Context: an optimization exercise on an open-source flow, tuned for small area, a short achievable clock period and few clock cycles per item. The choices shown serve that exercise and are no tape-out recipe.
The RTL was checked by simulation tests, not by an equivalence proof against the original design.
Power figures rest on the tool's default switching activity, not on a simulated workload.

File: flow/standard.sh
#!/bin/bash
# synth_recipe.tcl (not shown) runs the flow's synth.tcl, then flattens the netlist and writes it again
# the make line also repeats each setting of config.mk as NAME=value (left out here)
make -C /OpenROAD-flow-scripts/flow DESIGN_CONFIG=/design/flow/config.mk WORK_HOME=/design/flow/orfs CLKGATE_MAP_FILE= SYNTH_SCRIPT=/design/flow/synth_recipe.tcl "${@:-finish}"
File: flow/config.mk
export PLATFORM = sky130hd
export DESIGN_NAME = wav_header_chunk_parser
export DESIGN_NICKNAME = wav_header_chunk_parser
export VERILOG_FILES = /design/flow/design.v
export SDC_FILE = /design/flow/constraint.sdc
export NUM_CORES = 4
export LEC_CHECK = 0
export CAP_MARGIN = 20
export CORE_MARGIN = 2
export CORE_UTILIZATION = 55
export SETUP_SLACK_MARGIN = 3.3
export SLEW_MARGIN = 20
File: flow/flow/run.sh
#!/bin/bash
# Standard ORFS layout, except that the port buffers use a small buffer cell
# (buf_1) instead of the delay-buffer cell buffer_ports picks by default;
# repair_design / repair_timing still resize them where needed.
set -euo pipefail
export BUFFER_PORTS_ARGS="-buffer_cell sky130_fd_sc_hd__buf_1"
bash standard.sh > standard.log 2>&1
File: flow/design.v
package wavp_pkg;
    localparam logic [3:0] ChunkLimitReset = 4'd10;
    localparam logic [2:0] StHeader      = 3'd0;
    localparam logic [2:0] StPayload     = 3'd1;
    localparam logic [2:0] StDone        = 3'd2;
    localparam logic [2:0] StBadRiff     = 3'd3;
    localparam logic [2:0] StBadWave     = 3'd4;
    localparam logic [2:0] StBadChannels = 3'd5;
    localparam logic [2:0] StNoData      = 3'd6;
    localparam logic [2:0] StTruncated   = 3'd7;
endpackage
import wavp_pkg::*;
module wav_header_chunk_parser (
    input  logic        clk,
    input  logic        rst_n,
    input  logic        in_valid,
    output logic        in_stall,
    input  logic [7:0]  byte_value,
    input  logic        end_of_file,
    input  logic        cfg_valid,
    output logic        cfg_ready,
    input  logic [3:0]  cfg_data,
    output logic        out_valid,
    input  logic        out_stall,
    output logic        payload_valid,
    output logic [7:0]  payload_byte,
    output logic        payload_last,
    output logic [15:0] audio_format,
    output logic [15:0] num_channels,
    output logic [31:0] sample_freq,
    output logic [15:0] bits_per_sample,
    output logic [31:0] payload_size,
    output logic [2:0]  status
);
    logic [5:0]  pos_q;              
    logic        first_q;            
    logic        ph_h, ph_w, ph_p;   
    logic [2:0]  st_q;               
    logic [15:0] fmt_q, ch_q, bits_q;
    logic [31:0] rate_q, psize_q;
    logic [31:0] cnt_q;              
    logic [2:0]  hc_q;               
    logic        skip_q;             
    logic        match_q;            
    logic [3:0]  chunks_q;
    logic [3:0]  limit_q;
    logic        ov_q, pv_q, pl_q;
    logic [7:0]  pb_q;
    logic [5:0]  pos_n;
    logic [2:0]  st_n;
    logic        phh_n, phw_n, php_n;
    logic [2:0]  hc_n;
    logic        skip_n, match_n;
    logic [3:0]  chunks_n;
    logic        pv_n, pl_n;
    logic        hold, acc, take, src_eof;
    logic        a_v, a_eof, b_v, b_eof;
    logic [7:0]  a_d, b_d;
    logic        live, chk;
    logic [7:0]  d;
    logic [31:0] size;
    logic [31:0] cnt_dec;
    logic [3:0]  cz_q;               
    logic [3:0]  cz_n, brw;
    logic [3:0]  chunks_dec;
    logic [7:0]  in_d;
    logic        in_eof;
    logic        a_z, a_R, a_I, a_F, a_W, a_A, a_V, a_E, a_dd, a_a, a_t;
    logic        hdr_eq, id_eq;
    logic        p3, p11, p23, w7;
    logic        p3_q, p11_q, p23_q;    
    logic        w7_q;                  
    logic        ch0_q, ch1_q;          
    logic        hdr_ok, id_ok;
    logic        cnt_one, size_zero;
    logic        cnt_one_q;
    logic        cnt_count, cnt_load, psize_load;
    assign hold      = ov_q & out_stall;
    assign in_stall  = b_v;
    assign take      = in_valid & ~b_v;
    assign acc       = a_v & ~hold;
    assign d         = a_d;
    assign in_d      = b_v ? b_d : byte_value;
    assign in_eof    = b_v ? b_eof : end_of_file;
    assign src_eof   = a_eof;
    assign cfg_ready = 1'b1;
    assign p3         = p3_q;
    assign p11        = p11_q;
    assign p23        = p23_q;
    assign w7         = w7_q && ph_w;
    assign live       = ph_h || ph_w || ph_p || (st_q == StDone);
    assign size       = {d, cnt_q[31:8]};
    assign brw = {cz_q[2] & cz_q[1] & cz_q[0], cz_q[1] & cz_q[0], cz_q[0], 1'b1};
    always_comb
    begin
        for (int k = 0; k < 4; k++)
        begin
            cnt_dec[8*k +: 8] = brw[k] ? cnt_q[8*k +: 8] - 8'd1 : cnt_q[8*k +: 8];
            cz_n[k]           = brw[k] ? (cnt_q[8*k +: 8] == 8'd1) : cz_q[k];
        end
    end
    assign chunks_dec = chunks_q - 1'b1;
    assign cnt_one    = cnt_one_q;
    assign size_zero  = a_z && (cz_q[3:1] == 3'b111);
    always_comb
    begin
        case (pos_q[1:0])
            2'd0:    hdr_eq = pos_q[3] ? a_W : a_R;
            2'd1:    hdr_eq = pos_q[3] ? a_A : a_I;
            2'd2:    hdr_eq = pos_q[3] ? a_V : a_F;
            default: hdr_eq = pos_q[3] ? a_E : a_F;
        endcase
        case (hc_q[1:0])
            2'd0:    id_eq = a_dd;
            2'd1:    id_eq = a_a;
            2'd2:    id_eq = a_t;
            default: id_eq = a_a;
        endcase
    end
    assign hdr_ok = hdr_eq && (pos_q[1:0] == 2'd0 || match_q);
    assign id_ok  = id_eq && (hc_q[1:0] == 2'd0 || match_q);
    assign cnt_count  = ph_p || (ph_w && skip_q);
    assign cnt_load   = cnt_count || (ph_w && hc_q[2]);
    assign psize_load = w7 && !ch0_q && match_q;
    always_comb
    begin
        phh_n    = ph_h;
        phw_n    = ph_w;
        php_n    = ph_p;
        st_n     = st_q;
        hc_n     = hc_q;
        skip_n   = skip_q;
        match_n  = match_q;
        chunks_n = chunks_q;
        pv_n     = 1'b0;
        pl_n     = 1'b0;
        chk = live && p23
              && !(a_z && (ch_q[7:0] == 8'd1 || ch_q[7:0] == 8'd2));
        if (chk)
        begin
            phh_n = 1'b0;
            phw_n = 1'b0;
            php_n = 1'b0;
            st_n  = StBadChannels;
        end
        else if (ph_h)
        begin
            st_n    = StHeader;
            match_n = hdr_ok;
            if (p3 && !hdr_ok)
            begin
                phh_n = 1'b0;
                st_n  = StBadRiff;
            end
            else if (p11)
            begin
                phh_n = 1'b0;
                if (!hdr_ok)
                    st_n = StBadWave;
                else
                begin
                    phw_n    = 1'b1;
                    hc_n     = 3'd0;
                    skip_n   = 1'b0;
                    chunks_n = limit_q;
                end
            end
        end
        else if (ph_w)
        begin
            st_n = StHeader;
            if (skip_q)
                skip_n = !cnt_one;
            else
            begin
                hc_n = hc_q + 1'b1;
                if (!hc_q[2])
                    match_n = id_ok;
                else if (w7)
                begin
                    if (ch0_q)
                    begin
                        phw_n = 1'b0;
                        st_n  = StNoData;
                    end
                    else if (match_q)
                    begin
                        phw_n = 1'b0;
                        php_n = !size_zero;
                        st_n  = size_zero ? StDone : StPayload;
                    end
                    else
                    begin
                        chunks_n = chunks_dec;
                        skip_n   = !size_zero;
                        if (ch1_q)
                        begin
                            phw_n = 1'b0;
                            st_n  = StNoData;
                        end
                    end
                end
            end
        end
        else if (ph_p)
        begin
            pv_n = 1'b1;
            st_n = StPayload;
            if (cnt_one)
            begin
                php_n = 1'b0;
                pl_n  = 1'b1;
                st_n  = StDone;
            end
        end
        if (src_eof)
        begin
            if (phh_n || php_n)
                st_n = StTruncated;
            else if (phw_n)
                st_n = StNoData;
            phh_n = 1'b1;
            phw_n = 1'b0;
            php_n = 1'b0;
        end
        if (src_eof)
            pos_n = 6'd0;
        else if (pos_q != 6'd36)
            pos_n = pos_q + 1'b1;
        else
            pos_n = pos_q;
    end
    always_ff @(posedge clk or negedge rst_n)
    begin
        if (!rst_n)
            limit_q <= ChunkLimitReset;
        else if (cfg_valid)
            limit_q <= cfg_data;
    end
    always_ff @(posedge clk or negedge rst_n)
    begin
        if (!rst_n)
        begin
            ov_q    <= 1'b0;
            a_v     <= 1'b0;
            b_v     <= 1'b0;
            pos_q   <= 6'd0;
            first_q <= 1'b1;
            p3_q    <= 1'b0;
            p11_q   <= 1'b0;
            p23_q   <= 1'b0;
            ph_h    <= 1'b1;
            ph_w    <= 1'b0;
            ph_p    <= 1'b0;
        end
        else
        begin
            ov_q <= acc | hold;
            a_v  <= acc ? (b_v | take) : (a_v | take);
            b_v  <= b_v ? !acc : (take && a_v && !acc);
            if (acc)
            begin
                p3_q    <= !src_eof && (pos_q == 6'd2);
                p11_q   <= !src_eof && (pos_q == 6'd10);
                p23_q   <= !src_eof && (pos_q == 6'd22);
                pos_q   <= pos_n;
                first_q <= src_eof;
                ph_h    <= phh_n;
                ph_w    <= phw_n;
                ph_p    <= php_n;
            end
        end
    end
    logic [7:0]  dcap;
    logic [9:0]  lane;
    logic [9:0]  lane_en;
    logic        psize_en, cnt_en;
    assign dcap = first_q ? 8'd0 : d;
    always_comb
    begin
        lane[0] = (pos_q == 6'd20);
        lane[1] = (pos_q == 6'd21);
        lane[2] = (pos_q == 6'd22);
        lane[3] = (pos_q == 6'd23);
        lane[4] = (pos_q == 6'd24);
        lane[5] = (pos_q == 6'd25);
        lane[6] = (pos_q == 6'd26);
        lane[7] = (pos_q == 6'd27);
        lane[8] = (pos_q == 6'd34);
        lane[9] = (pos_q == 6'd35);
        lane_en = acc ? (first_q ? 10'h3ff : (live ? lane : 10'd0)) : 10'd0;
    end
    always_ff @(posedge clk)
    begin
        if (lane_en[0]) fmt_q[7:0]    <= dcap;
        if (lane_en[1]) fmt_q[15:8]   <= dcap;
        if (lane_en[2]) ch_q[7:0]     <= dcap;
        if (lane_en[3]) ch_q[15:8]    <= dcap;
        if (lane_en[4]) rate_q[7:0]   <= dcap;
        if (lane_en[5]) rate_q[15:8]  <= dcap;
        if (lane_en[6]) rate_q[23:16] <= dcap;
        if (lane_en[7]) rate_q[31:24] <= dcap;
        if (lane_en[8]) bits_q[7:0]   <= dcap;
        if (lane_en[9]) bits_q[15:8]  <= dcap;
    end
    assign psize_en = acc && (first_q || psize_load);
    assign cnt_en   = acc && cnt_load;
    always_ff @(posedge clk)
    begin
        if (psize_en)
            psize_q <= first_q ? 32'd0 : size;
        if (cnt_en)
        begin
            cnt_q     <= cnt_count ? cnt_dec : size;
            cz_q      <= cnt_count ? cz_n : {a_z, cz_q[3:1]};
            cnt_one_q <= cnt_count ? (cz_q[3:1] == 3'b111 && cnt_q[7:0] == 8'd2)
                                   : (a_z && cz_q[3:2] == 2'b11 && cnt_q[15:8] == 8'd1);
        end
    end
    always_ff @(posedge clk)
    begin
        if (acc || !a_v)
        begin
            a_d   <= in_d;
            a_eof <= in_eof;
            a_z   <= (in_d == 8'h00);
            a_R   <= (in_d == 8'h52);
            a_I   <= (in_d == 8'h49);
            a_F   <= (in_d == 8'h46);
            a_W   <= (in_d == 8'h57);
            a_A   <= (in_d == 8'h41);
            a_V   <= (in_d == 8'h56);
            a_E   <= (in_d == 8'h45);
            a_dd  <= (in_d == 8'h64);
            a_a   <= (in_d == 8'h61);
            a_t   <= (in_d == 8'h74);
        end
        if (!b_v)
        begin
            b_d   <= byte_value;
            b_eof <= end_of_file;
        end
    end
    always_ff @(posedge clk)
    begin
        if (acc)
        begin
            st_q     <= st_n;
            hc_q     <= hc_n;
            skip_q   <= skip_n;
            match_q  <= match_n;
            chunks_q <= chunks_n;
            ch0_q    <= (chunks_n == 4'd0);
            ch1_q    <= (chunks_n == 4'd1);
            w7_q     <= ph_w && !skip_q && (hc_q == 3'd6);
            pv_q     <= pv_n;
            pl_q     <= pl_n;
            pb_q     <= pv_n ? d : 8'd0;
        end
    end
    assign out_valid       = ov_q;
    assign payload_valid   = pv_q;
    assign payload_byte    = pb_q;
    assign payload_last    = pl_q;
    assign audio_format    = fmt_q;
    assign num_channels    = ch_q;
    assign sample_freq     = rate_q;
    assign bits_per_sample = bits_q;
    assign payload_size    = psize_q;
    assign status          = st_q;
endmodule
File: flow/constraint.sdc
create_clock -name core_clock -period 5.5 [get_ports {clk}]
set_input_delay 1.1000 -clock core_clock [delete_from_list [all_inputs] [get_ports {clk}]]
set_output_delay 1.1000 -clock core_clock [all_outputs]
set_load 0.01 [all_outputs]
==> reports/metrics.yaml, run 1 <==
place_congestion: 0.866
fp.dieW_um: 135
synth_area_sq_um: 9500
ir_worst_vdd_mv: 0.344
clk_path_buf_depth: 3
final.setup.tns_ns: 0
endpoint: "chunks_q[2]$_DFFE_PP_"
synthDistinctLibCells: 68
ys_async_sr_fraction: 0.0897
crit_type: "reg2reg"
relSlewSlack: 0.269
reg2regPathDepth: 8
first_global_vias: 6078
cp_num_cells: 8
power.density_nw_per_um2: 530
grt_usage: 0.242
netSwitchingPower_mw: 2.15
run_status: "timing/DRC/antenna clean"
critical_path.cell_chain: "inv_4, ha_4, nor2_1, a21oi_2, o211ai_1, a21o_1, a211o_1, a31o_1"
die_y_um: 135
area.growth.synth_to_final_pct: 22.6
cp_max_fo: 4
io_pins: 146
cp_slowest_cell: "dfrtp_2"
p_leak_nw: 4.07
fillers: 1313
cts_max_level: 1
period_minus_slack_ns: 2.24
drt_iter0_drc: 485
yosys_most_used_dff: "edfxtp_1"
ys_seq_area_frac: 0.686
wl_per_cell_um: 19.5
die-area_sq_um: 18300
rsz0062_at_grt: "yes"
clkPwrFrac: 0.241
drc: 0
pwr-share-comb: 0.286
cp.arrival_ns: 2.50
wl_um: 22400
clk_pin_slew_ns: 0.07
synthCells: 728
cp.required_ns: 5.76
drive_gt1_frac: 0.179
grt-ovfl-total: 0
fin_crit_sh: 0.408
hp-class: "reg2reg"
worst_pin_slew_ns: 1.09
ant_nets: 0
num_rows: 48
grt_pass1_wl_um: 33900
finalNonFillerCells: 1148
cts_made_buffers: 23
cts_sinks: 223
core_area_sq_um: 17100
grt_max_degree: 56
start_util: 0.555
maxSlewViolCount: 0
critPathTopFamily: "compound AO/OA/AOI/OAI gates"
post-place-cells: 1068
yosys_warnings: 1
finClkSkew_ns: 0.0101
drt_pass1_iterations: 5
numPortBuffers: 144
rrSetupSlack_ns: 3.26
setup_viol: 0
register_area_sq_um: 6530
crit_buf_inv: 1
cpPeakStageDelay_ns: 0.47
postCtsHoldBufs: 0
multi_input_area_sq_um: 3090
maxCapViolCount: 0
diodes: 0
num_vias: 6441
clock-root-buffer: "clkbuf_16"
viasPerCell: 5.61
pwr-share-seq: 0.473
final_nets: 942
switching_share: 0.348
antenna_found_initial: 0
r2r_end: "chunks_q[2]$_DFFE_PP_"
dp_hpwl_um: 14600
hold_depth: 1
synth_seq_cells: 223
syn_area_per_cell_sq_um: 13.0
crit-reg2reg-launch: "pos_q[0]$_DFFE_PN0P_"
end_kind: "register"
max_freq_ghz: 0.446
clock_latency_ns: 0.50
syn_nets: 763
crit_start: "pos_q[0]$_DFFE_PN0P_"
startpoint_type: "register"
synth_edf_count: 194
p_int_mw: 4.02
cts_tree: "done"
hold_viol: 0
sequential cells by signal (all words and copies together) (netlist names), 3 cells and up:
| signal | flops |
|---|---|
| a_d | 8 |
| b_d | 8 |
| bits_q | 16 |
| ch_q | 16 |
| chunks_q | 4 |
| cnt_q | 32 |
| cz_q | 4 |
| fmt_q | 16 |
| hc_q | 3 |
| limit_q | 4 |
| pb_q | 8 |
| pos_q | 6 |
| psize_q | 32 |
| rate_q | 32 |
| st_q | 3 |
cell usage after synthesis, types with 3 or more instances:
cell type | number | area (sq um)
a211oi_1 | 3 | 22.5
nand3_1 | 10 | 50.1
o21ai_1 | 9 | 45.0
o41ai_1 | 4 | 35.0
edfxtp_1 | 194 | 5830
nand2b_1 | 10 | 62.6
nor4_1 | 10 | 62.6
o22ai_1 | 3 | 18.8
inv_1 | 29 | 109
and4_1 | 3 | 26.3
mux2i_1 | 6 | 60.1
and3_1 | 4 | 25.0
buf_2 | 5 | 25.0
nand4_1 | 4 | 25.0
nor2_1 | 64 | 240
nor3_1 | 21 | 105
clkbuf_1 | 22 | 82.6
a21o_1 | 3 | 22.5
nor4b_1 | 3 | 26.3
o21ai_0 | 31 | 155
a21oi_1 | 36 | 180
nor2b_1 | 37 | 231
dfstp_2 | 4 | 105
mux2_2 | 11 | 124
and2_1 | 11 | 68.8
or3_1 | 7 | 43.8
xor2_1 | 9 | 78.8
nand2_1 | 60 | 225
a31oi_1 | 7 | 43.8
ha_1 | 17 | 213
a22o_1 | 4 | 35.0
dfrtp_1 | 16 | 400
xnor2_1 | 17 | 149
dfxtp_1 | 9 | 180
nor3b_1 | 3 | 22.5
power groups by stage:
stage / Combinational, mW / Clock [mW] / Sequential (mW)
after global placement: 1.38 / 0 / 2.96
after CTS: 1.64 / 1.51 / 2.90
final: 1.76 / 1.49 / 2.92
after detailed placement: 1.41 / 0 / 2.98
after global routing: 1.93 / 1.58 / 2.97
after floorplan: 0.911 / 0 / 2.90
how the worst min path moves through the flow:
stage                      startpoint                 to  slack, ns
floorplan           p23_q$_DFFE_PN0P_  p23_q$_DFFE_PN0P_       0.44
global placement        b_eof$_DFF_P_      b_eof$_DFF_P_       0.47
detailed placement  p23_q$_DFFE_PN0P_  p23_q$_DFFE_PN0P_       0.47
CTS                     b_eof$_DFF_P_      b_eof$_DFF_P_       0.49
global route            b_eof$_DFF_P_      b_eof$_DFF_P_       0.52
finish                  b_eof$_DFF_P_      b_eof$_DFF_P_       0.49
through the flow:
step	area, sq um	worst slack (ns)	util	hold WS, ns	power [mW]
final	11600	3.26	0.680	0.490	6.17
after global routing	11600	3.18	0.680	0.525	6.47
after CTS	11400	3.20	0.666	0.488	6.05
after detailed placement	10300	2.46	0.600	0.471	4.39
after global placement	10300	2.52	0.600	0.469	4.34
after floorplan	9590	3.12	-	0.443	3.81
logic make-up (layout without fill, tap and decap cells):
kind of cell | Yosys count | after routing | synth area share
xor+xnor | 26 | 26 | 0.0240
mux | 17 | 17 | 0.0194
compound gates | 121 | 121 | 0.0790
flops | 223 | 223 | 0.686
simple gates | 261 | 262 | 0.143
other cells | 1 | 1 | 0.000395
fa+ha+maj | 17 | 17 | 0.0224
buf+inv | 62 | 256 | 0.0267
repair_timing:
item,4_1_cts,5_1_grt
setup endpoints to repair,162,70
setup buffers,28,10
cloned,1,0
pin swaps,15,15
resized for setup,47,36
cells in the final DEF, fill, tap and decap left out, types with 12 or more instances in the layout:
cell and instances:
nor2_4 12, buf_4 35, inv_1 23, edfxtp_1 194, buf_1 139, nor2b_1 37
nor3_1 20, nand2_1 58, xnor2_1 17, clkbuf_16 23, nor2_1 49, a21oi_1 34
o21ai_0 30, ha_1 13
worst reg2reg max path, cell delays in order (launching register included):
cell and delay, ns:
dfrtp_2 0.47, inv_4 0.09, ha_4 0.16, nor2_1 0.09
a21oi_2 0.16, o211ai_1 0.18, a21o_1 0.26, a211o_1 0.38
a31o_1 0.21
cell type report:
cell class,instances,share of cell area
Clock buffer,28,0.0528
Clock inverter,13,0.00967
Inverter,31,0.0113
Multi-Input combinational cell,444,0.266
Sequential cell,223,0.561
Tap cell,225,0.0242
Timing Repair Buffer,184,0.0754
routing by layer:
layer / global-route usage / part of all wire
met5: 0 / 0
met4: 0.0637 / 0.015
met3: 0.0303 / 0.067
met2: 0.403 / 0.49
met1: 0.342 / 0.43
Testbench counts, summed over its fixed seeds: cycles 34,680, items 34,664.
==> run 2: changes to the inputs <==
--- a/flow/config.mk
+++ b/flow/config.mk
@@ -8,5 +8,5 @@
 export CAP_MARGIN = 20
 export CORE_MARGIN = 2
 export CORE_UTILIZATION = 55
-export SETUP_SLACK_MARGIN = 3.3
+export SETUP_SLACK_MARGIN = 3.5
 export SLEW_MARGIN = 20
==> reports/metrics.yaml, run 2 <==
p_leak_nw: 4.69  # +15%
drive_gt1_frac: 0.344  # +0.166
antenna_found_initial: 0  # unchanged
startpoint_type: "register"
finalNonFillerCells: 1189  # +3.6%
core_area_sq_um: 17100  # unchanged
synthDistinctLibCells: 68  # unchanged
syn_nets: 763  # unchanged
ant_nets: 0  # unchanged
cp_max_fo: 3  # -1
cts_sinks: 223  # unchanged
maxSlewViolCount: 0  # unchanged
ys_top_cells_by_area: "edfxtp_1 61%, dfrtp_1 4.2%, nor2_1 2.5%"
fp.dieW_um: 135  # unchanged
ys_async_sr_fraction: 0.0897  # unchanged
drt_iter0_drc: 505  # +4.1%
first_global_vias: 6247  # +2.8%
syn_area_per_cell_sq_um: 13.0  # unchanged
synth_common_cells: "194 x edfxtp_1, 64 x nor2_1, 60 x nand2_1"
period_minus_slack_ns: 2.27  # +0.0295 ns
post-place-cells: 1068  # unchanged
clock_latency_ns: 0.50  # about the same
cts_max_level: 1  # unchanged
hold_viol: 0  # unchanged
cts_tree: "done"
synth_edf_count: 194  # unchanged
synth_top_area_frac: 0.613  # unchanged
place_congestion: 0.850  # -1.8%
synth_top_family_by_area: "simple AND/OR/NAND/NOR gates"
drc: 0  # unchanged
io_pins: 146  # unchanged
max_freq_ghz: 0.440  # -1.3%
start_util: 0.555  # unchanged
wl_um: 23300  # +3.8%
clk_path_buf_depth: 3  # unchanged
clk_pin_slew_ns: 0.07  # about the same
rsz0062_at_grt: "yes"
setup_viol: 0  # unchanged
num_vias: 6653  # +3.3%
synth_mux_area_frac: 0.0194  # unchanged
cp.arrival_ns: 2.59  # +0.09 ns
die-area_sq_um: 18300  # unchanged
maxCapViolCount: 0  # unchanged
relSlewSlack: 0.360  # +0.0910
synth_xor_area_frac: 0.0240  # unchanged
cts_made_buffers: 23  # unchanged
mostFrequentLayoutCell: "edfxtp_1"
run_status: "timing/DRC/antenna clean"
yosys_most_used_dff: "edfxtp_1"
num_rows: 48  # unchanged
synthAdderAreaFrac: 0.0224  # unchanged
postCtsHoldBufs: 0  # unchanged
numPortBuffers: 144  # unchanged
grt_usage: 0.242  # about the same
synth_seq_cells: 223  # unchanged
power.density_nw_per_um2: 532  # +0.40%
fillers: 1198  # -8.8%
grt_pass1_wl_um: 34000  # +0.28%
area.growth.synth_to_final_pct: 30.7
synthSimpleGateAreaFrac: 0.143  # unchanged
synth.largest_area_cell: "edfxtp_1"
finClkSkew_ns: 0.0178  # +0.00777 ns
yosys_warnings: 1  # unchanged
wl_per_cell_um: 19.6  # +0.24%
reg_top3: "cnt_q (32), psize_q (32), rate_q (32)"
final_nets: 983  # +4.4%
grt_max_degree: 56  # unchanged
dp_hpwl_um: 14500  # -0.81%
crit_type: "reg2reg"
diodes: 0  # unchanged
die_y_um: 135  # unchanged
worst_pin_slew_ns: 0.959  # -0.136 ns
end_kind: "register"
viasPerCell: 5.60  # -0.27%
yosysMostFrequentCell: "edfxtp_1"
drt_pass1_iterations: 5  # unchanged
synth_area_sq_um: 9500  # unchanged
ys_seq_area_frac: 0.686  # unchanged
ir_worst_vdd_mv: 0.327  # -4.8%
synth_compound_area_frac: 0.0790  # unchanged
cp.required_ns: 5.82  # +0.06 ns
synthCells: 728  # unchanged
clock-root-buffer: "clkbuf_16"
layout_common_cells: "194 x edfxtp_1, 99 x clkbuf_2, 59 x buf_4"
fin_crit_sh: 0.413  # +0.00536
grt-ovfl-total: 0  # unchanged
hp-class: "reg2reg"
final.setup.tns_ns: 0  # unchanged
==> run 2: cell counts after synthesis <==
Identical to the previous run, type by type.
==> run 2: worst paths after layout <==
check / start / to / slack, ns / cells past startpoint
max: ph_h$_DFFE_PN1P_ / ch0_q$_DFFE_PP_ / 3.23 / 7
min: b_eof$_DFF_P_ / b_eof$_DFF_P_ / 0.48 / 1
max reg2reg: ph_h$_DFFE_PN1P_ / ch0_q$_DFFE_PP_ / 3.23 / 7
min reg2reg: b_eof$_DFF_P_ / b_eof$_DFF_P_ / 0.48 / 1
max in group asynchronous: rst_n / limit_q[1]$_DFFE_PN1P_ / 4.63 / 2
min in group asynchronous: rst_n / limit_q[2]$_DFFE_PN0P_ / 0.58 / 2
==> run 2: repair_timing <==
item / 4_1_cts / 5_1_grt
pin swaps: 23 / 27
gates resized for setup: 87 / 138
gates cloned: 1 / 2
endpoints found under the setup margin: 347 / 247
setup buffers: 49 / 28
==> run 2: cell type report <==
cell class | instances | area, sq um | area share
sequential | 223 | 6530 | 0.526
clock buffer | 32 | 629 | 0.0507
multi-input combinational | 445 | 3270 | 0.263
timing repair buffer | 224 | 1460 | 0.117
tap | 225 | 282 | 0.0227
inverter | 31 | 135 | 0.0109
clock inverter | 9 | 118 | 0.00947
==> run 2: critical path: stages (launching register included) <==
cell,delay (ns)
dfstp_4,0.49
or3_4,0.41
a21oi_4,0.20
nor3_4,0.06
buf_6,0.12
a21o_1,0.17
a221o_1,0.36
nor4_2,0.28
==> run 2: metal layers <==
metal  vias up  part of all wire  track usage
li1       3105                 -            -
met1      3232              0.43        0.339
met2       273              0.49        0.392
met3        43             0.058       0.0344
met4         0             0.029       0.0845
met5         -                 0            0
==> run 2: logic make-up (layout without fill, tap and decap cells) <==
| group | Yosys count | count (layout) |
|---|---|---|
| simple gates | 261 | 263 |
| buf+inv | 62 | 296 |
| flops | 223 | 223 |
| fa+ha+maj | 17 | 17 |
| compound gates | 121 | 121 |
| xor+xnor | 26 | 26 |
| other cells | 1 | 1 |
| mux | 17 | 17 |
==> run 2: metrics by stage <==
| stage | utilization | hold WS (ns) | area [sq um] | setup slack [ns] | power [mW] |
|---|---|---|---|---|---|
| floorplan | - | 0.443 | 9650 | 3.12 | 3.84 |
| global placement | 0.604 | 0.460 | 10300 | 2.52 | 4.36 |
| detailed placement | 0.604 | 0.462 | 10300 | 2.43 | 4.40 |
| CTS | 0.692 | 0.476 | 11800 | 3.28 | 6.29 |
| global route | 0.725 | 0.487 | 12400 | 3.19 | 6.92 |
| finish | 0.725 | 0.476 | 12400 | 3.23 | 6.61 |
==> run 2: power breakdown <==
part / internal (mW) / switching, mW / total (mW)
clock network: 0.937 / 0.600 / 1.54
logic: 0.895 / 1.28 / 2.17
registers: 2.56 / 0.340 / 2.90
total: 4.39 / 2.22 / 6.61
==> run 3: changes to the inputs <==
--- a/flow/config.mk
+++ b/flow/config.mk
@@ -8,5 +8,7 @@
 export CAP_MARGIN = 20
 export CORE_MARGIN = 2
 export CORE_UTILIZATION = 55
-export SETUP_SLACK_MARGIN = 3.5
+export CTS_CLUSTER_DIAMETER = 100
+export CTS_CLUSTER_SIZE = 25
+export SETUP_SLACK_MARGIN = 3.3
 export SLEW_MARGIN = 20
==> reports/metrics.yaml, run 3 <==
run_status: "timing/DRC/antenna clean"
synth_common_cells: "194 x edfxtp_1, 64 x nor2_1, 60 x nand2_1"
relSlewSlack: 0.273  # -0.0870
cp_slowest_cell: "dfrtp_2"
numPortBuffers: 144  # unchanged
clk_path_buf_depth: 3  # unchanged
finClkSkew_ns: 0.0188  # +0.000993 ns
reg_top3: "cnt_q (32), psize_q (32), rate_q (32)"
grt-ovfl-total: 0  # unchanged
final_nets: 930  # -5.4%
crit-reg2reg-launch: "pos_q[3]$_DFFE_PN0P_"
fp.dieW_um: 135  # unchanged
ys_seq_area_frac: 0.686  # unchanged
drive_gt1_frac: 0.142  # -0.202
hold_viol: 0  # unchanged
start_util: 0.555  # unchanged
rsz0062_at_grt: "yes"
cts_max_level: 1  # unchanged
synthDistinctLibCells: 68  # unchanged
power.density_nw_per_um2: 494  # -7.1%
io_pins: 146  # unchanged
crit_type: "reg2reg"
cts_made_buffers: 12  # -48%
postCtsHoldBufs: 0  # unchanged
syn_area_per_cell_sq_um: 13.0  # unchanged
grt_usage: 0.234  # -0.00736
grt_pass1_wl_um: 33100  # -2.9%
yosys_warnings: 1  # unchanged
yosys_most_used_dff: "edfxtp_1"
synth_area_sq_um: 9500  # unchanged
synth_seq_cells: 223  # unchanged
layout_common_cells: "194 x edfxtp_1, 144 x buf_1, 58 x nand2_1"
p_leak_nw: 3.85  # -18%
yosysMostFrequentCell: "edfxtp_1"
viasPerCell: 5.65  # +0.99%
cpPeakStageDelay_ns: 0.47  # -0.02 ns
critical_path.cell_chain: "mux2i_1, o21bai_4, o21ai_1, o311ai_1, a211o_1"
worst_pin_slew_ns: 1.09  # +0.130 ns
hp-class: "reg2reg"
syn_nets: 763  # unchanged
whs_endpoint: "b_eof$_DFF_P_"
mostFrequentLayoutCell: "edfxtp_1"
clock-root-buffer: "clkbuf_16"
area.growth.synth_to_final_pct: 17.6
ir_worst_vdd_mv: 0.319  # -2.5%
ant_nets: 0  # unchanged
reg2regPathDepth: 5  # -2
max_freq_ghz: 0.448  # +1.9%
setup_viol: 0  # unchanged
end_kind: "register"
rrSetupSlack_ns: 3.27  # +0.04 ns
die-area_sq_um: 18300  # unchanged
drc: 0  # unchanged
clock_latency_ns: 0.47  # -0.03 ns
num_rows: 48  # unchanged
cts_sinks: 223  # unchanged
wl_per_cell_um: 19.1  # -2.4%
core_area_sq_um: 17100  # unchanged
hold_depth: 1  # unchanged
antenna_found_initial: 0  # unchanged
num_vias: 6363  # -4.4%
synth_top_area_frac: 0.613  # unchanged
cp.required_ns: 5.73  # -0.09 ns
place_congestion: 0.866  # +1.8%
wl_um: 21500  # -7.6%
clk_pin_slew_ns: 0.10  # +0.03 ns
dp_hpwl_um: 14600  # +0.82%
synthCells: 728  # unchanged
ys_async_sr_fraction: 0.0897  # unchanged
grt_max_degree: 56  # unchanged
maxCapViolCount: 0  # unchanged
first_global_vias: 5959  # -4.6%
cts_tree: "done"
cp_max_fo: 7  # +4
r2r_end: "st_q[0]$_DFFE_PP_"
finalNonFillerCells: 1126  # -5.3%
fin_crit_sh: 0.405  # -0.00777
ys_top_cells_by_area: "edfxtp_1 61%, dfrtp_1 4.2%, nor2_1 2.5%"
diodes: 0  # unchanged
synth.largest_area_cell: "edfxtp_1"
critPathTopFamily: "compound AO/OA/AOI/OAI gates"
cp_num_cells: 5  # -2
cp.arrival_ns: 2.46  # -0.13 ns
fillers: 1379  # +15%
post-place-cells: 1068  # unchanged
die_y_um: 135  # unchanged
crit_buf_inv: 0  # -1
drt_iter0_drc: 567  # +12%
maxSlewViolCount: 0  # unchanged
synth_edf_count: 194  # unchanged
hp-start: "b_eof$_DFF_P_"
drt_pass1_iterations: 5  # unchanged
startpoint_type: "register"
period_minus_slack_ns: 2.23  # -0.0427 ns
final.setup.tns_ns: 0  # unchanged
## run 3: what timing repair did
item	CTS	global route
setup buffers	26	11
endpoints found under the setup margin	162	113
resized for setup	51	18
cloned	1	0
pin swaps	12	4
## run 3: through the flow
stage	instance area, sq um	hold slack [ns]	total power [mW]	util	setup WS [ns]
after floorplan	9590	0.443	3.81	-	3.12
after global placement	10300	0.469	4.34	0.600	2.52
after detailed placement	10300	0.471	4.39	0.600	2.46
after CTS	11000	0.495	5.48	0.644	3.26
after global routing	11200	0.533	5.82	0.653	3.20
final	11200	0.496	5.52	0.653	3.27
## run 3: cell type report
class,instances,area (sq um),share of cell area
clock buffers,19,348,0.0311
clock inverters,1,3.75,0.000336
inverters,31,134,0.0120
multi-input cells,444,3030,0.271
flip-flops and latches,223,6530,0.585
well taps,225,282,0.0252
repair buffers,183,845,0.0756
## run 3: power breakdown
part | internal, mW | switching (mW)
Combinational | 0.557 | 1.12
Clock | 0.441 | 0.505
Sequential | 2.56 | 0.342
Total | 3.56 | 1.97
## run 3: how the worst max path moves through the flow
stage / slack [ns] / from / end
after detailed placement: 2.46 / out_stall / pos_q[3]$_DFFE_PN0P_
after floorplan: 3.12 / out_stall / psize_q[0]$_SDFFCE_PP0P_
after CTS: 3.26 / out_stall / cnt_q[30]$_DFFE_PP_
after global placement: 2.52 / out_stall / pos_q[5]$_DFFE_PN0P_
after global routing: 3.20 / pos_q[3]$_DFFE_PN0P_ / st_q[0]$_DFFE_PP_
final: 3.27 / pos_q[3]$_DFFE_PN0P_ / st_q[0]$_DFFE_PP_
## run 3: logic make-up (layout without fill, tap and decap cells)
logic type / count (synthesis) / after routing / share of synthesized area
and+or+nand+nor: 261 / 262 / 0.143
DFF: 223 / 223 / 0.686
AOI/OAI and AO/OA: 121 / 121 / 0.0790
buffers and inverters: 62 / 234 / 0.0267
xor gates and xnor gates: 26 / 26 / 0.0240
adders and majority gates: 17 / 17 / 0.0224
muxes: 17 / 17 / 0.0194
other: 1 / 1 / 0.000395
## run 3: metal layers
metal  up-vias  GRT usage  wire length [um]
li1       2985          -                 -
met1      3118      0.338              9440
met2       228      0.386             10500
met3        32     0.0243              1140
met4         0     0.0637               382
met5         -          0                 0
==> run 4: changes to the inputs <==
--- a/flow/config.mk
+++ b/flow/config.mk
@@ -8,7 +8,7 @@
 export CAP_MARGIN = 20
 export CORE_MARGIN = 2
 export CORE_UTILIZATION = 55
-export CTS_CLUSTER_DIAMETER = 100
-export CTS_CLUSTER_SIZE = 25
+export CTS_CLUSTER_DIAMETER = 60
+export CTS_CLUSTER_SIZE = 30
 export SETUP_SLACK_MARGIN = 3.3
 export SLEW_MARGIN = 20
==> reports/metrics.yaml, run 4 <==
synth_area_sq_um: 9500  # unchanged
setup_viol: 0  # unchanged
netSwitchingPower_mw: 2.07  # +5.4%
finClkSkew_ns: 0.0268  # +0.00798 ns
drc: 0  # unchanged
rsz0062_at_grt: "yes"
critPathTopFamily: "compound AO/OA/AOI/OAI gates"
finalWorstSetupSlack_ns: 3.26  # -0.00972 ns
synth_top_area_frac: 0.613  # unchanged
met1_usage: 0.336  # -0.00136
antenna_found_initial: 0  # unchanged
diodes: 0  # unchanged
cts_sinks: 223  # unchanged
synth_seq_cells: 223  # unchanged
drt_pass1_iterations: 5  # unchanged
area.growth.synth_to_final_pct: 18.8
switching_share: 0.361  # +0.00495
pwr-share-comb: 0.291  # -0.012
place_ws_ns: 2.46  # unchanged
startpoint_type: "register"
synth_edf_count: 194  # unchanged
clock-root-buffer: "clkbuf_16"
grt_usage: 0.235  # +0.000693
wl_um: 21500  # about the same
mostFrequentLayoutCell: "edfxtp_1"
wl_per_cell_um: 19.2  # +0.48%
cts_tree: "done"
synthDistinctLibCells: 68  # unchanged
fin_crit_sh: 0.407  # +0.00177
power.total_mw: 5.74  # +4.0%
cts_made_buffers: 15  # +3
holdWs_ns: 0.490  # -0.00585 ns
core_area_sq_um: 17100  # unchanged
cts_max_level: 1  # unchanged
ant_nets: 0  # unchanged
yosysMostFrequentCell: "edfxtp_1"
period_minus_slack_ns: 2.24  # +0.00972 ns
max_freq_ghz: 0.446  # -0.43%
p_leak_nw: 3.90  # +1.2%
yosys_warnings: 1  # unchanged
cp.arrival_ns: 2.55  # +0.09 ns
grtUsageMet2: 0.391  # +0.00564
clk_pin_slew_ns: 0.10  # about the same
io_pins: 146  # unchanged
num_vias: 6312  # -0.80%
grt_busiest_layer: "met2"
pwr-share-seq: 0.506  # -0.019
cp_max_fo: 8  # +1
cpPeakStageDelay_ns: 0.51  # +0.04 ns
grt_max_degree: 56  # unchanged
cp.required_ns: 5.81  # +0.08 ns
reg_top3: "cnt_q (32), psize_q (32), rate_q (32)"
maxSlewViolCount: 0  # unchanged
ys_top_cells_by_area: "edfxtp_1 61%, dfrtp_1 4.2%, nor2_1 2.5%"
ir_worst_vdd_mv: 0.388  # +22%
final.setup.tns_ns: 0  # unchanged
hold_viol: 0  # unchanged
die-area_sq_um: 18300  # unchanged
synth.largest_area_cell: "edfxtp_1"
critical_path.cell_chain: "buf_6, mux2i_4, a21oi_2, o211ai_1, a21o_1, a221o_1, nor4_2"
maxCapViolCount: 0  # unchanged
end_kind: "register"
clk_path_buf_depth: 3  # unchanged
synthCells: 728  # unchanged
viasPerCell: 5.63  # -0.36%
postCtsHoldBufs: 0  # unchanged
dp_hpwl_um: 14600  # unchanged
clock_latency_ns: 0.49  # +0.02 ns
first_global_vias: 5984  # +0.42%
fillers: 1382  # +0.22%
power.density_nw_per_um2: 509  # +2.9%
relSlewSlack: 0.257  # -0.0158
hp-class: "reg2reg"
place_congestion: 0.866  # unchanged
met3_usage: 0.0239  # -0.000374
ys_seq_area_frac: 0.686  # unchanged
clkPwrFrac: 0.203  # +0.032
syn_area_per_cell_sq_um: 13.0  # unchanged
yosys_most_used_dff: "edfxtp_1"
grt-ovfl-total: 0  # unchanged
drt_iter0_drc: 517  # -8.8%
fp.dieW_um: 135  # unchanged
cp_slowest_cell: "dfrtp_2"
worst_pin_slew_ns: 1.11  # +0.0236 ns
die_y_um: 135  # unchanged
final_nets: 923  # -0.75%
crit_type: "reg2reg"
run_status: "timing/DRC/antenna clean"
numPortBuffers: 144  # unchanged
num_rows: 48  # unchanged
layout_common_cells: "194 x edfxtp_1, 140 x buf_1, 58 x nand2_1"
start_util: 0.555  # unchanged
ys_async_sr_fraction: 0.0897  # unchanged
crit_buf_inv: 1  # +1
synth_common_cells: "194 x edfxtp_1, 64 x nor2_1, 60 x nand2_1"
p_int_mw: 3.67  # +3.2%
grt_pass1_wl_um: 33100  # +0.17%
drive_gt1_frac: 0.154  # +0.0120
syn_nets: 763  # unchanged
run 4: final cells by class:
type,count,area (sq um),area share
inverters,31,126,0.0112
clock buffers,17,393,0.0348
well taps,225,282,0.0249
clock inverters,8,119,0.0105
flip-flops and latches,223,6530,0.579
multi-input cells,444,3050,0.271
repair buffers,173,783,0.0694
run 4: final timing paths:
path | from | cells past startpoint | slack (ns) | to
max | pos_q[3]$_DFFE_PN0P_ | 7 | 3.26 | ch0_q$_DFFE_PP_
min | b_eof$_DFF_P_ | 1 | 0.49 | b_eof$_DFF_P_
max reg2reg | pos_q[3]$_DFFE_PN0P_ | 7 | 3.26 | ch0_q$_DFFE_PP_
min reg2reg | b_eof$_DFF_P_ | 1 | 0.49 | b_eof$_DFF_P_
max in group asynchronous | rst_n | 2 | 4.65 | limit_q[1]$_DFFE_PN1P_
min in group asynchronous | rst_n | 2 | 0.57 | p11_q$_DFFE_PN0P_
run 4: cells by family (layout without fill, tap and decap cells):
kind of cell / after synthesis / in the layout / synth area share
fa+ha+maj: 17 / 17 / 0.0224
simple gates: 261 / 262 / 0.143
mux: 17 / 17 / 0.0194
other cells: 1 / 1 / 0.000395
compound gates: 121 / 121 / 0.0790
flops: 223 / 223 / 0.686
buf+inv: 62 / 229 / 0.0267
xor+xnor: 26 / 26 / 0.0240
run 4: layer usage:
| layer | wire length, um | part of all wire |
|---|---|---|
| met3 | 1150 | 0.054 |
| met1 | 9430 | 0.44 |
| met2 | 10600 | 0.49 |
| met5 | 0 | 0 |
| met4 | 339 | 0.016 |
run 4: power groups by stage:
stage	logic [mW]	registers (mW)	clock network [mW]
5_1_grt	1.84	2.96	1.25
3_3_place_gp	1.38	2.96	0
3_5_place_dp	1.41	2.98	0
6_report	1.67	2.90	1.17
4_1_cts	1.63	2.91	1.19
2_1_floorplan	0.911	2.90	0
run 4: metrics by stage:
stage | std cells | utilization | area [sq um]
2_1_floorplan | 728 | - | 9590
3_3_place_gp | 1068 | 0.600 | 10300
3_5_place_dp | 1068 | 0.600 | 10300
4_1_cts | 1118 | 0.655 | 11200
5_1_grt | 1121 | 0.659 | 11300
6_report | 1121 | 0.659 | 11300
run 4: what timing repair did:
action,in CTS,in global routing
cloned,1,0
pin swaps,15,3
setup buffers,24,3
gates resized for setup,53,20
endpoints found under the setup margin,162,80
==> run 5: changes to the inputs <==
--- a/flow/config.mk
+++ b/flow/config.mk
@@ -5,10 +5,10 @@
 export SDC_FILE = /design/flow/constraint.sdc
 export NUM_CORES = 4
 export LEC_CHECK = 0
-export CAP_MARGIN = 20
+export CAP_MARGIN = 5
 export CORE_MARGIN = 2
 export CORE_UTILIZATION = 55
 export CTS_CLUSTER_DIAMETER = 60
 export CTS_CLUSTER_SIZE = 30
 export SETUP_SLACK_MARGIN = 3.3
-export SLEW_MARGIN = 20
+export SLEW_MARGIN = 5
==> reports/metrics.yaml, run 5 <==
run_status: "timing/DRC/antenna clean"
area.growth.synth_to_final_pct: 18.8  # unchanged
max_freq_ghz: 0.446  # unchanged
switching_share: 0.361  # unchanged
synth_edf_count: 194  # unchanged
final.setup.tns_ns: 0  # unchanged
wl_per_cell_um: 19.2  # unchanged
ys_async_sr_fraction: 0.0897  # unchanged
maxSlewViolCount: 0  # unchanged
fillers: 1382  # unchanged
place_congestion: 0.866  # unchanged
syn_nets: 763  # unchanged
clk_pin_slew_ns: 0.10  # about the same
core_area_sq_um: 17100  # unchanged
maxCapViolCount: 0  # unchanged
synthCells: 728  # unchanged
postCtsHoldBufs: 0  # unchanged
die-area_sq_um: 18300  # unchanged
clk_path_buf_depth: 3  # unchanged
mostFrequentLayoutCell: "edfxtp_1"
num_vias: 6312  # unchanged
grt_usage: 0.235  # unchanged
numPortBuffers: 144  # unchanged
finClkSkew_ns: 0.0268  # unchanged
crit-reg2reg-launch: "pos_q[3]$_DFFE_PN0P_"
fin_crit_sh: 0.407  # unchanged
hp-start: "b_eof$_DFF_P_"
pwr-share-comb: 0.291  # about the same
grt-ovfl-total: 0  # unchanged
relSlewSlack: 0.257  # unchanged
setup_viol: 0  # unchanged
fp.dieW_um: 135  # unchanged
yosys_warnings: 1  # unchanged
synthDistinctLibCells: 68  # unchanged
synth_seq_cells: 223  # unchanged
multi_input_area_sq_um: 3050  # unchanged
synth_common_cells: "194 x edfxtp_1, 64 x nor2_1, 60 x nand2_1"
synth_top_area_frac: 0.613  # unchanged
viasPerCell: 5.63  # unchanged
yosys_most_used_dff: "edfxtp_1"
netSwitchingPower_mw: 2.07  # unchanged
drt_pass1_iterations: 5  # unchanged
layout_common_cells: "194 x edfxtp_1, 140 x buf_1, 58 x nand2_1"
synth_area_sq_um: 9500  # unchanged
num_rows: 48  # unchanged
drc: 0  # unchanged
synth.largest_area_cell: "edfxtp_1"
die_y_um: 135  # unchanged
drt_iter0_drc: 517  # unchanged
crit_type: "reg2reg"
fin_util: 0.659  # unchanged
cts_max_level: 1  # unchanged
drive_gt1_frac: 0.154  # unchanged
place_ws_ns: 2.46  # unchanged
cp.arrival_ns: 2.55  # about the same
period_minus_slack_ns: 2.24  # unchanged
clock-root-buffer: "clkbuf_16"
start_util: 0.555  # unchanged
ys_top_cells_by_area: "edfxtp_1 61%, dfrtp_1 4.2%, nor2_1 2.5%"
p_int_mw: 3.67  # unchanged
ys_seq_area_frac: 0.686  # unchanged
cts_made_buffers: 15  # unchanged
finalWorstSetupSlack_ns: 3.26  # unchanged
antenna_found_initial: 0  # unchanged
clkPwrFrac: 0.203  # about the same
reg_top3: "cnt_q (32), psize_q (32), rate_q (32)"
power.total_mw: 5.74  # unchanged
end_kind: "register"
clock_latency_ns: 0.49  # about the same
crit_start: "pos_q[3]$_DFFE_PN0P_"
diodes: 0  # unchanged
cp.required_ns: 5.81  # about the same
syn_area_per_cell_sq_um: 13.0  # unchanged
cts_tree: "done"
grt_max_degree: 56  # unchanged
register_area_sq_um: 6530  # unchanged
pwr-share-seq: 0.506  # about the same
hold_viol: 0  # unchanged
ant_nets: 0  # unchanged
final_nets: 923  # unchanged
cp_max_fo: 8  # unchanged
rsz0062_at_grt: "yes"
first_global_vias: 5984  # unchanged
p_leak_nw: 3.90  # unchanged
cts_sinks: 223  # unchanged
io_pins: 146  # unchanged
startpoint_type: "register"
yosysMostFrequentCell: "edfxtp_1"
dp_hpwl_um: 14600  # unchanged
grt_pass1_wl_um: 33100  # unchanged
worst_pin_slew_ns: 1.11  # unchanged
wl_um: 21500  # unchanged
power.density_nw_per_um2: 509  # unchanged
hp-class: "reg2reg"
ir_worst_vdd_mv: 0.388  # unchanged
run 5: cell counts in the layout (fill, tap and decap cells not counted):
No cell type changed its count.
run 5: kinds of logic (layout without fill, tap and decap cells):
group                    Yosys count  count (layout)  share of synthesized area
buffers and inverters             62             229                     0.0267
AND/OR/NAND/NOR                  261             262                      0.143
XOR/XNOR                          26              26                     0.0240
adder cells (fa/ha/maj)           17              17                     0.0224
other                              1               1                   0.000395
multiplexers                      17              17                     0.0194
flip-flops                       223             223                      0.686
AO/OA/AOI/OAI                    121             121                     0.0790
run 5: repair_timing:
action,CTS,global route
setup endpoints to repair,162,80
gates cloned,1,0
buffers inserted,24,3
pin swaps,15,3
resized for setup,53,20
run 5: final timing paths:
path	endpoint	slack [ns]	cells past startpoint
setup / recovery	ch0_q$_DFFE_PP_	3.26	7
hold / removal	b_eof$_DFF_P_	0.49	1
setup reg to reg	ch0_q$_DFFE_PP_	3.26	7
hold reg to reg	b_eof$_DFF_P_	0.49	1
max in group asynchronous	limit_q[1]$_DFFE_PN1P_	4.65	2
min in group asynchronous	p11_q$_DFFE_PN0P_	0.57	2
run 5: power groups by stage:
stage          clock (mW)  sequential, mW  combinational, mW
2_1_floorplan           0            2.90              0.911
3_3_place_gp            0            2.96               1.38
3_5_place_dp            0            2.98               1.41
4_1_cts              1.19            2.91               1.63
5_1_grt              1.25            2.96               1.84
6_report             1.17            2.90               1.67
run 5: critical path, stage by stage (launching register included):
cell and delay (ns):
dfrtp_2 0.51, buf_6 0.16, mux2i_4 0.19, a21oi_2 0.16
o211ai_1 0.16, a21o_1 0.23, a221o_1 0.36, nor4_2 0.28
run 5: through the flow:
step / hold slack, ns / area [sq um] / instances
detailed placement: 0.471 / 10300 / 1068
floorplan: 0.443 / 9590 / 728
finish: 0.490 / 11300 / 1121
global route: 0.530 / 11300 / 1121
CTS: 0.492 / 11200 / 1118
global placement: 0.469 / 10300 / 1068
run 5: per-layer routing:
metal / part of all wire / vias to the layer above / GRT usage
li1: - / 2978 / -
met1: 0.44 / 3102 / 0.336
met2: 0.49 / 204 / 0.391
met3: 0.054 / 28 / 0.0239
met4: 0.016 / 0 / 0.0608
met5: 0 / - / 0
run 5: cell type report:
type | instances | share of cell area
Multi-Input combinational cell | 444 | 0.271
Clock buffer | 17 | 0.0348
Sequential cell | 223 | 0.579
Clock inverter | 8 | 0.0105
Inverter | 31 | 0.0112
Tap cell | 225 | 0.0249
Timing Repair Buffer | 173 | 0.0694
==> run 6: changes to the inputs <==
--- a/flow/config.mk
+++ b/flow/config.mk
@@ -5,10 +5,10 @@
 export SDC_FILE = /design/flow/constraint.sdc
 export NUM_CORES = 4
 export LEC_CHECK = 0
-export CAP_MARGIN = 5
+export CAP_MARGIN = 20
 export CORE_MARGIN = 2
-export CORE_UTILIZATION = 55
+export CORE_UTILIZATION = 65
 export CTS_CLUSTER_DIAMETER = 60
 export CTS_CLUSTER_SIZE = 30
 export SETUP_SLACK_MARGIN = 3.3
-export SLEW_MARGIN = 5
+export SLEW_MARGIN = 20
==> reports/metrics.yaml, run 6 <==
ys_async_sr_fraction: 0.0897  # unchanged
fin_util: 0.783  # +0.124
yosys_most_used_dff: "edfxtp_1"
run_status: "timing/DRC/antenna clean"
post-place-cells: 1027  # -3.8%
setup_viol: 0  # unchanged
synth_edf_count: 194  # unchanged
layout_common_cells: "194 x edfxtp_1, 139 x buf_1, 58 x nand2_1"
synth_common_cells: "194 x edfxtp_1, 64 x nor2_1, 60 x nand2_1"
finalNonFillerCells: 1081  # -3.6%
syn_nets: 763  # unchanged
grt_pass1_wl_um: 33900  # +2.2%
placed_cell_area_sq_um: 10200  # -0.50%
maxSlewViolCount: 0  # unchanged
wl_um: 22000  # +2.3%
hp-class: "reg2reg"
relSlewSlack: 0.391  # +0.134
diodes: 0  # unchanged
dp_hpwl_um: 14500  # -0.82%
ys_top_cells_by_area: "edfxtp_1 61%, dfrtp_1 4.2%, nor2_1 2.5%"
cts_made_buffers: 14  # -1
clk_pin_slew_ns: 0.09  # about the same
crit_type: "reg2reg"
cp.arrival_ns: 2.58  # +0.03 ns
cts_tree: "done"
hold_viol: 0  # unchanged
area.growth.synth_to_final_pct: 18.9  # about the same
drt_iter0_drc: 602  # +16%
cp_max_fo: 8  # unchanged
holdWs_ns: 0.483  # -0.00729 ns
clock-root-buffer: "clkbuf_16"
startpoint_type: "register"
critPathTopFamily: "simple AND/OR/NAND/NOR gates"
finClkSkew_ns: 0.0191  # -0.00767 ns
grt-ovfl-total: 0  # unchanged
fin_crit_sh: 0.416  # +0.00836
critical_path.cell_chain: "mux2i_4, o22ai_4, o211ai_1, nor3_1, nor3_4, inv_2, nor4_2"
worst_pin_slew_ns: 0.911  # -0.202 ns
cts_sinks: 223  # unchanged
cpPeakStageDelay_ns: 0.57  # +0.06 ns
cp.required_ns: 5.80  # about the same
io_pins: 146  # unchanged
drt_pass1_iterations: 5  # unchanged
num_rows: 44  # -8.3%
numPortBuffers: 144  # unchanged
p_leak_nw: 3.93  # +0.72%
ys_seq_area_frac: 0.686  # unchanged
drc: 0  # unchanged
core_area_sq_um: 14400  # -16%
place_congestion: 0.898  # +3.7%
synth.largest_area_cell: "edfxtp_1"
antenna_found_initial: 0  # unchanged
reg_top3: "cnt_q (32), psize_q (32), rate_q (32)"
yosys_warnings: 1  # unchanged
wl_per_cell_um: 20.3  # +6.1%
grt_usage: 0.275  # +0.0398
die_y_um: 125  # -7.8%
final.setup.tns_ns: 0  # unchanged
maxCapViolCount: 0  # unchanged
synth_top_area_frac: 0.613  # unchanged
period_minus_slack_ns: 2.29  # +0.0460 ns
ir_worst_vdd_mv: 0.325  # -16%
synth_seq_cells: 223  # unchanged
die-area_sq_um: 15600  # -15%
final_nets: 924  # +0.11%
crit_buf_inv: 1  # unchanged
fin_area_sq_um: 11300  # about the same
yosysMostFrequentCell: "edfxtp_1"
clk_path_buf_depth: 3  # unchanged
viasPerCell: 6.02  # +6.9%
power.density_nw_per_um2: 518  # +1.8%
mostFrequentLayoutCell: "edfxtp_1"
cp_slowest_cell: "dfrtp_2"
grt_max_degree: 56  # unchanged
first_global_vias: 6111  # +2.1%
start_util: 0.658  # +0.104
ant_nets: 0  # unchanged
cts_max_level: 1  # unchanged
synthCells: 728  # unchanged
num_vias: 6505  # +3.1%
synthDistinctLibCells: 68  # unchanged
max_freq_ghz: 0.438  # -2.0%
syn_area_per_cell_sq_um: 13.0  # unchanged
end_kind: "register"
rsz0062_at_grt: "yes"
clock_latency_ns: 0.48  # about the same
synth_area_sq_um: 9500  # unchanged
drive_gt1_frac: 0.149  # -0.00463
fp.dieW_um: 125  # -7.8%
## run 6: cell types whose count changed in the layout (fill, tap and decap cells not counted), moves of 2 or more
cell,before,now
dfrtp_2,6,4
bufinv_16,0,2
inv_2,5,3
inv_1,24,27
nor2_2,4,2
dfrtp_1,9,11
mux2i_4,1,3
nor2_4,12,14
mux2i_2,3,1
buf_4,26,29
inv_8,2,0
## run 6: timing repair
item,4_1_cts,5_1_grt
endpoints found under the setup margin,153,99
gates cloned,1,0
hold buffers,0,0
gates resized for setup,33,36
pin swaps,6,6
setup buffers,17,12
## run 6: metrics by stage
step	setup WS, ns	power (mW)
floorplan	3.12	3.81
global placement	2.59	4.30
detailed placement	2.44	4.36
CTS	3.22	5.72
global route	3.13	6.11
finish	3.21	5.85
## run 6: layer usage
| metal | GRT usage | wire length (um) | vias up |
|---|---|---|---|
| met2 | 0.455 | 10900 | 306 |
| met4 | 0.0667 | 554 | 0 |
| met3 | 0.0361 | 1510 | 40 |
| li1 | - | - | 2971 |
| met1 | 0.396 | 9010 | 3188 |
| met5 | 0 | 0 | - |
## run 6: area by class of cell
type / instances / area, sq um
clock inverters: 8 / 155
flip-flops and latches: 223 / 6530
repair buffers: 175 / 802
fillers: 880 / 3130
clock buffers: 16 / 400
inverters: 31 / 121
well taps: 184 / 230
multi-input cells: 444 / 3060
## run 6: cells by family after synthesis
logic type               Yosys count  share of synthesized area
multiplexers                      17                     0.0194
XOR/XNOR                          26                     0.0240
flip-flops                       223                      0.686
buffers and inverters             62                     0.0267
other                              1                   0.000395
AND/OR/NAND/NOR                  261                      0.143
adder cells (fa/ha/maj)           17                     0.0224
AO/OA/AOI/OAI                    121                     0.0790
## run 6: worst paths after layout
check,depth (start not counted),end,slack [ns],from
min in group asynchronous,2,limit_q[2]$_DFFE_PN0P_,0.59,rst_n
worst max-delay path,7,ch0_q$_DFFE_PP_,3.21,pos_q[3]$_DFFE_PN0P_
worst min register to register,1,b_eof$_DFF_P_,0.48,b_eof$_DFF_P_
max in group asynchronous,2,ph_h$_DFFE_PN1P_,4.61,rst_n
worst min-delay path,1,b_eof$_DFF_P_,0.48,b_eof$_DFF_P_
worst max register to register,7,ch0_q$_DFFE_PP_,3.21,pos_q[3]$_DFFE_PN0P_
## run 6: report_power, final
part           internal (mW)  switching, mW  total, mW
Sequential              2.56          0.366       2.93
Clock                  0.653          0.599       1.25
Combinational          0.567           1.11       1.67
==> run 7: changes to the inputs <==
==> flow/config.mk (replaced) <==
export PLATFORM = sky130hd
export DESIGN_NAME = wav_header_chunk_parser
export DESIGN_NICKNAME = wav_header_chunk_parser
export VERILOG_FILES = /design/flow/design.v
export SDC_FILE = /design/flow/constraint.sdc
export NUM_CORES = 4
export LEC_CHECK = 0
export ABC_AREA = 1
export CAP_MARGIN = 20
export CORE_MARGIN = 2
export CORE_UTILIZATION = 55
export CTS_CLUSTER_DIAMETER = 100
export CTS_CLUSTER_SIZE = 25
export SETUP_SLACK_MARGIN = 3.5
export SLEW_MARGIN = 20
==> reports/metrics.yaml, run 7 <==
clk_path_buf_depth: 3  # unchanged
critPathTopFamily: "flip-flops"
ant_nets: 0  # unchanged
syn_nets: 886  # +16%
area.growth.synth_to_final_pct: 24.8
synth.largest_area_cell: "edfxtp_1"
fp.dieW_um: 136  # +8.9%
hold_viol: 0  # unchanged
hp-class: "reg2reg"
ys_async_sr_fraction: 0.0897  # unchanged
r2r_end: "bits_q[1]$_DFFE_PP_"
wl_met3_um: 1420  # -5.8%
cp_num_cells: 1  # -6
final_nets: 1093  # +18%
clk_pin_slew_ns: 0.10  # about the same
die_y_um: 136  # +8.9%
highest_layer: "met4"
num_rows: 48  # +9.1%
cts_tree: "done"
grt_usage: 0.248  # -0.0265
place_ws_ns: 2.04  # -0.391 ns
synth_common_cells: "194 x edfxtp_1, 141 x nand2_1, 106 x nor2_1"
cp_max_fo: 2  # -6
synth_seq_cells: 223  # unchanged
num_vias: 6963  # +7.0%
worst_pin_slew_ns: 0.868  # -0.0427 ns
synthDistinctLibCells: 50  # -26%
cp.arrival_ns: 1.05  # -1.53 ns
drc: 0  # unchanged
max_freq_ghz: 0.466  # +6.4%
cpPeakStageDelay_ns: 0.41  # -0.16 ns
numPortBuffers: 144  # unchanged
layout_common_cells: "194 x edfxtp_1, 132 x nand2_1, 101 x nor2_1"
period_minus_slack_ns: 2.15  # -0.138 ns
clock-root-buffer: "clkbuf_16"
grt-ovfl-total: 0  # unchanged
power.density_nw_per_um2: 571  # +10%
cts_made_buffers: 12  # -2
relSlewSlack: 0.419  # +0.0280
post-place-cells: 1199  # +17%
rsz0062_at_grt: "yes"
ys_seq_area_frac: 0.679  # -0.00644
start_util: 0.558  # -0.100
io_pins: 146  # unchanged
core_area_sq_um: 17200  # +19%
met2WireLength_um: 11700  # +7.2%
clock_latency_ns: 0.47  # about the same
first_global_vias: 6334  # +3.6%
die-area_sq_um: 18500  # +19%
grt_max_degree: 45  # -20%
yosys_warnings: 1  # unchanged
ys_top_cells_by_area: "edfxtp_1 61%, nand2_1 5.5%, dfrtp_1 4.2%"
cts_sinks: 223  # unchanged
startpoint_type: "register"
wl_um: 24100  # +9.7%
reg2regPathDepth: 6  # -1
maxSlewViolCount: 0  # unchanged
wl_per_cell_um: 18.7  # -8.0%
wl_met1_um: 10300  # +14%
finClkSkew_ns: 0.0218  # +0.00266 ns
diodes: 0  # unchanged
antenna_found_initial: 0  # unchanged
yosysMostFrequentCell: "edfxtp_1"
synth_top_area_frac: 0.608  # -0.00576
end_kind: "output port"
drt_iter0_drc: 585  # -2.8%
syn_area_per_cell_sq_um: 11.3  # -14%
p_leak_nw: 4.84  # +23%
critical_path.cell_chain: "buf_2"
final.setup.tns_ns: 0  # unchanged
yosys_most_used_dff: "edfxtp_1"
fin_crit_sh: 0.391  # -0.0250
placed_cell_area_sq_um: 10500  # +2.7%
setup_viol: 0  # unchanged
dp_hpwl_um: 15800  # +9.3%
finalNonFillerCells: 1289  # +19%
finalWorstSetupSlack_ns: 3.35  # +0.138 ns
viasPerCell: 5.40  # -10%
grt_pass1_wl_um: 34900  # +3.1%
run_status: "timing/DRC/antenna clean"
crit-reg2reg-launch: "st_q[0]$_DFFE_PP_"
rrSetupSlack_ns: 3.47  # +0.26 ns
cp.required_ns: 4.40  # -1.40 ns
ir_worst_vdd_mv: 0.357  # +10%
place_congestion: 0.904  # +0.67%
reg_top3: "cnt_q (32), psize_q (32), rate_q (32)"
synth_area_sq_um: 9590  # +0.95%
cts_max_level: 1  # unchanged
crit_buf_inv: 1  # unchanged
synthCells: 851  # +17%
endpoint: "num_channels[0]"
crit_type: "reg2out"
drt_pass1_iterations: 8  # +3
mostFrequentLayoutCell: "edfxtp_1"
synth_edf_count: 194  # unchanged
cp_slowest_cell: "edfxtp_1"
maxCapViolCount: 0  # unchanged
crit_start: "ch_q[0]$_DFFE_PP_"
drive_gt1_frac: 0.277  # +0.128
fin_area_sq_um: 12000  # +5.9%
## run 7: changes by cell type after synthesis, moves of 16 or more
cell and delta:
a21oi_1 -16, inv_1 +74, nand2_1 +81, nand3_1 +25
nor2_1 +42, nor2b_1 -37, o21ai_0 +28
## run 7: power by group
part           total (mW)  switching [mW]  internal (mW)
Clock               0.941           0.500          0.441
Combinational        2.81            1.80           1.02
Sequential           3.08           0.332           2.74
## run 7: cells by family after synthesis
| logic type | synth area share |
|---|---|
| AO/OA/AOI/OAI | 0.0629 |
| XOR/XNOR | 0.0201 |
| adder cells (fa/ha/maj) | 0.0222 |
| buffers and inverters | 0.0573 |
| flip-flops | 0.679 |
| multiplexers | 0.00104 |
| other | 0.000391 |
| AND/OR/NAND/NOR | 0.157 |
## run 7: per-stage QoR
stage | utilization | hold WS, ns | power [mW]
floorplan | - | 0.418 | 4.47
detailed placement | 0.611 | 0.441 | 5.21
global placement | 0.611 | 0.437 | 5.16
global route | 0.696 | 0.485 | 7.21
finish | 0.696 | 0.463 | 6.83
CTS | 0.656 | 0.466 | 6.43
## run 7: layout make-up
class / count / area (sq um)
sequential: 223 / 6530
timing repair buffer: 211 / 1350
tap: 225 / 282
clock buffer: 19 / 348
timing repair inverter: 1 / 7.51
clock inverter: 1 / 3.75
fill: 1271 / 5210
multi-input combinational: 494 / 2990
inverter: 115 / 458
## run 7: metal layers
layer | up-vias | GRT usage
met3 | 51 | 0.0321
met5 | - | 0
met2 | 255 | 0.408
met4 | 0 | 0.0810
li1 | 3292 | -
met1 | 3365 | 0.347
## run 7: timing repair
item                       CTS  global route
gates resized for setup     45           149
pin swaps                    7            22
setup endpoints to repair  371           254
hold buffers                 0             0
cloned                       4             1
buffers inserted            27            38
## run 7: worst min-delay path by stage
stage | cells after the start | start | endpoint | slack (ns)
after global placement | 2 | b_eof$_DFF_P_ | b_eof$_DFF_P_ | 0.44
after global routing | 2 | b_eof$_DFF_P_ | b_eof$_DFF_P_ | 0.48
final | 2 | b_eof$_DFF_P_ | b_eof$_DFF_P_ | 0.46
after detailed placement | 2 | b_eof$_DFF_P_ | b_eof$_DFF_P_ | 0.44
after floorplan | 2 | b_eof$_DFF_P_ | b_eof$_DFF_P_ | 0.42
after CTS | 2 | b_eof$_DFF_P_ | b_eof$_DFF_P_ | 0.47

what the ideal ports hide:
How much do the figures lean on ideal ports? The routed layouts below were timed once more, with nothing changed but the port constraints. Step 1 sets driving cells, clkbuf_16 on the clock port and buf_2 on the other inputs (assumed; they add their load-dependent delay and slew). Step 2 adds t to the input delays and takes it off the output delays; t is the mean of the earliest and latest rising clock arrival at the registers after step 1. Input paths then give back, and output paths get back, about the clock's delay inside the block. a / b / c = no drivers / after step 1 / after step 2; a / b = the first two.
run	shift t [ns]	setup slack, ns	worst setup path at the end	worst data-port slew with drivers (ns)	cell pins on the clock port's net
run 1	0.537	3.257 / 3.235 / 2.916	input to register	0.04	1
run 2	0.534	3.227 / 3.227 / 2.895	input to register	0.04	1
run 3	0.504	3.270 / 3.261 / 2.901	input to register	0.03	1
run 4	0.520	3.260 / 3.250 / 2.931	input to register	0.03	1
run 5	0.520	3.260 / 3.250 / 2.931	input to register	0.03	1
run 6	0.512	3.214 / 3.214 / 2.830	input to register	0.03	1
run 7	0.510	3.352 / 3.305 / 3.085	input to register	0.04	1
After both steps setup and hold are still met in every run listed. The setup slack of run 6, which loses most, moves by 0.000 ns with the drivers and by -0.384 ns with both steps.
